Background: an optimization exercise with open tools, aiming at small area. Do not read the settings as production practice.
Where RTL was checked, it was by simulation tests only, not by an equivalence proof against the original.

## JK
==> flow/design.v <==
`default_nettype none
module srl_var_delay #(
   parameter int SRL_WIDTH     = 18,
   parameter int SRL_MAX_DEPTH = 32
) (
   input  wire logic                 clk,
   input  wire logic                 rst_n,
   input  wire logic                 en,
   input  wire logic                 flush,
   input  wire logic [$clog2(SRL_MAX_DEPTH+1)-1:0] delay,
   input  wire logic [SRL_WIDTH-1:0] din,
   input  wire logic                 din_valid,
   output      logic [SRL_WIDTH-1:0] dout,
   output      logic                 dout_valid,
   output      logic                 primed
);
   localparam int DW = $clog2(SRL_MAX_DEPTH + 1);
   localparam int IW = (SRL_MAX_DEPTH > 1) ? $clog2(SRL_MAX_DEPTH) : 1;
   logic [SRL_MAX_DEPTH-1:0][SRL_WIDTH-1:0] stage_q;
   logic [SRL_MAX_DEPTH-1:0] vld_q;
   logic [DW-1:0]            fill_cnt_q;
   logic [DW-1:0]            wr_cnt_q;
   logic                     shift;
   assign shift = en && !flush;
   always_ff @(posedge clk) begin
      if (shift) begin
         stage_q <= {stage_q[SRL_MAX_DEPTH-2:0], din};
         vld_q   <= {vld_q[SRL_MAX_DEPTH-2:0], din_valid};
      end
   end
   always_ff @(posedge clk or negedge rst_n) begin
      if (!rst_n) begin
         fill_cnt_q <= '0;
         wr_cnt_q   <= '0;
      end else begin
         if (flush) begin
            fill_cnt_q <= '0;
         end else if (en && !fill_cnt_q[DW-1]) begin
            fill_cnt_q <= fill_cnt_q + DW'(1);
         end
         if (shift && !wr_cnt_q[DW-1]) begin
            wr_cnt_q <= wr_cnt_q + DW'(1);
         end
      end
   end
   logic [IW-1:0] dlo;
   assign dlo = delay[IW-1:0];
   logic written;
   assign primed  = fill_cnt_q[DW-1] |
                    (!delay[DW-1] && fill_cnt_q[IW-1:0] >= dlo && fill_cnt_q[IW-1:0] != '0);
   assign written = wr_cnt_q[DW-1] |
                    (!delay[DW-1] && wr_cnt_q[IW-1:0] >= dlo && wr_cnt_q[IW-1:0] != '0);
   logic [SRL_MAX_DEPTH-1:0] sel;
   always_comb begin
      for (int i = 0; i < SRL_MAX_DEPTH - 1; i++) begin
         sel[i] = written && !delay[DW-1] && (dlo == IW'(i + 1));
      end
      sel[0] = sel[0] | (written && !delay[DW-1] && dlo == '0);
      sel[SRL_MAX_DEPTH-1] = written && delay[DW-1];
   end
   for (genvar b = 0; b < SRL_WIDTH; b++) begin : g_rd
      logic [SRL_MAX_DEPTH-1:0] col;
      for (genvar i = 0; i < SRL_MAX_DEPTH; i++) begin : g_col
         assign col[i] = stage_q[i][b];
      end
      srl_rd_bit u_rd (.d(col), .sel(sel), .y(dout[b]));
   end
   logic vld_sel;
   srl_rd_bit u_rd_vld (.d(vld_q), .sel(sel), .y(vld_sel));
   assign dout_valid = vld_sel & primed;
endmodule
module srl_rd_bit (
   input  wire logic [31:0] d,
   input  wire logic [31:0] sel,
   output      logic        y
);
   logic [10:0] t_n;
   for (genvar g = 0; g < 10; g++) begin : g_aoi
      srl_aoi222 u_aoi (
         .a0(d[3*g]),   .b0(sel[3*g]),
         .a1(d[3*g+1]), .b1(sel[3*g+1]),
         .a2(d[3*g+2]), .b2(sel[3*g+2]),
         .y(t_n[g])
      );
   end
   assign t_n[10] = ~((d[30] & sel[30]) | (d[31] & sel[31]));
   logic [2:0] g;
   srl_nand4 u_n0 (.a(t_n[3:0]), .y(g[0]));
   srl_nand4 u_n1 (.a(t_n[7:4]), .y(g[1]));
   assign g[2] = ~(&t_n[10:8]);
   assign y = |g;
endmodule
module srl_nand4 (
   input  wire logic [3:0] a,
   output      logic       y
);
   assign y = ~(&a);
endmodule
module srl_aoi222 (
   input  wire logic a0, b0, a1, b1, a2, b2,
   output      logic y
);
   assign y = ~((a0 & b0) | (a1 & b1) | (a2 & b2));
endmodule
`default_nettype wire
clock: 10.0 ns
lec_check: 0
cap_margin: 0
core_margin: 2
core_utilization: 70
place_density: 0.85
slew_margin: 0
synth_hierarchical: 1
synth_minimum_keep_size: 0
standard.sh (not shown) runs the stock make flow with config.mk's settings and CLKGATE_MAP_FILE= SYNTH_SCRIPT=/design/flow/synth_recipe.tcl, a recipe that flattens the netlist after the stock synthesis.
==> flow/flow/run.sh <==
#!/bin/bash
# Standard ORFS layout (the standard.sh, standard synthesis unchanged) with two
# changes: port buffers use the smallest buffer, and CTS uses clkbuf_8 leaf
# buffers in clusters of about 20 sinks without dummy loads.
set -euo pipefail
bash standard.sh \
  "BUFFER_PORTS_ARGS=-buffer_cell sky130_fd_sc_hd__buf_1" \
  "CTS_ARGS=-sink_clustering_enable -repair_clock_nets -buf_list sky130_fd_sc_hd__clkbuf_8 -sink_clustering_size 20 -sink_clustering_max_diameter 60 -dont_use_dummy_load" \
  finish > standard.log 2>&1
[inputs] MS vs JK
-- flow/design.v --
<<< JK, line 52
                    (!delay[DW-1] && wr_cnt_q[IW-1:0] >= dlo && wr_cnt_q[IW-1:0] != '0);
   logic [SRL_MAX_DEPTH-1:0] sel;
   always_comb begin
      for (int i = 0; i < SRL_MAX_DEPTH - 1; i++) begin
         sel[i] = written && !delay[DW-1] && (dlo == IW'(i + 1));
      end
      sel[0] = sel[0] | (written && !delay[DW-1] && dlo == '0);
      sel[SRL_MAX_DEPTH-1] = written && delay[DW-1];
   end
   for (genvar b = 0; b < SRL_WIDTH; b++) begin : g_rd
      logic [SRL_MAX_DEPTH-1:0] col;
>>> MS, line 52
                    (!delay[DW-1] && wr_cnt_q[IW-1:0] >= dlo && wr_cnt_q[IW-1:0] != '0);
   logic [SRL_MAX_DEPTH-1:0] sel;
   logic [7:0] sel_hi;
   logic [3:0] sel_lo;
   always_comb begin
      for (int j = 0; j < 8; j++) begin
         sel_hi[j] = written && !delay[DW-1] && (dlo[4:2] == 3'(j));
      end
      for (int k = 0; k < 4; k++) begin
         sel_lo[k] = (dlo[1:0] == 2'(k));
      end
   end
   for (genvar i = 1; i < SRL_MAX_DEPTH - 1; i++) begin : g_sel
      srl_and2 u_sel (.a(sel_hi[(i + 1) / 4]), .b(sel_lo[(i + 1) % 4]), .y(sel[i]));
   end
   srl_and2 u_sel0 (.a(sel_hi[0]), .b(!dlo[1]), .y(sel[0]));
   srl_and2 u_sel31 (.a(written), .b(delay[DW-1]), .y(sel[SRL_MAX_DEPTH-1]));
   for (genvar b = 0; b < SRL_WIDTH; b++) begin : g_rd
      logic [SRL_MAX_DEPTH-1:0] col;
<<< JK, line 91
   assign y = |g;
endmodule
module srl_nand4 (
   input  wire logic [3:0] a,
>>> MS, line 99
   assign y = |g;
endmodule
module srl_and2 (
   input  wire logic a, b,
   output      logic y
);
   assign y = a & b;
endmodule
module srl_nand4 (
   input  wire logic [3:0] a,
Notes after the runs:
Compared with JK, in MS average vias per placed instance was more or less identical; setup slack went down by 58 ps; count of non-CTS buffers in the layout went down by 22.
Of JK and MS, MS shows the lower growth of design area from synthesis to finish, with JK above it.
[compare] base=JK new=MS: sum of net half-perimeters after detailed placement dropped 4.9%; routed metal-1 wirelength now smaller; via total after detailed routing was more or less identical.
MS against JK: sequential share of layout area higher; highest net fanout along the worst path lower.
Final cell area excluding filler cells improves in MS relative to JK.
Only the layout flow was run in JK; the RTL was not checked for function there.

[what the ideal ports hide]
In the flow no input, the clock included, has a driving cell. The finished layouts below were timed again as built, in two steps.
Step 1: set_driving_cell puts a clkbuf_16 on clk and a buf_2 on each other input, an assumption about the parent block.
Step 2 times the ports against the registers' clock, not the clock port: input delays grow and output delays shrink by t, the midpoint of the rising clock arrivals with the driver on.
a / b / c = ideal ports / drivers / drivers and shift; a / b = the first two.
run | shift t [ns] | setup WS [ns] | clock arrival spread, ns | worst data-port slew with drivers (ns) | pins driven straight from the clock port
JK | 0.605 | 2.431 / 2.402 / 2.402 | 0.058 / 0.057 | 0.03 | 1
MS | 0.599 | 2.373 / 2.351 / 2.351 | 0.058 / 0.057 | 0.04 | 1
After both steps setup and hold are still met in every run listed. For JK, which loses most, drivers alone change the setup slack by -0.029 ns; drivers and shift together by -0.029 ns.
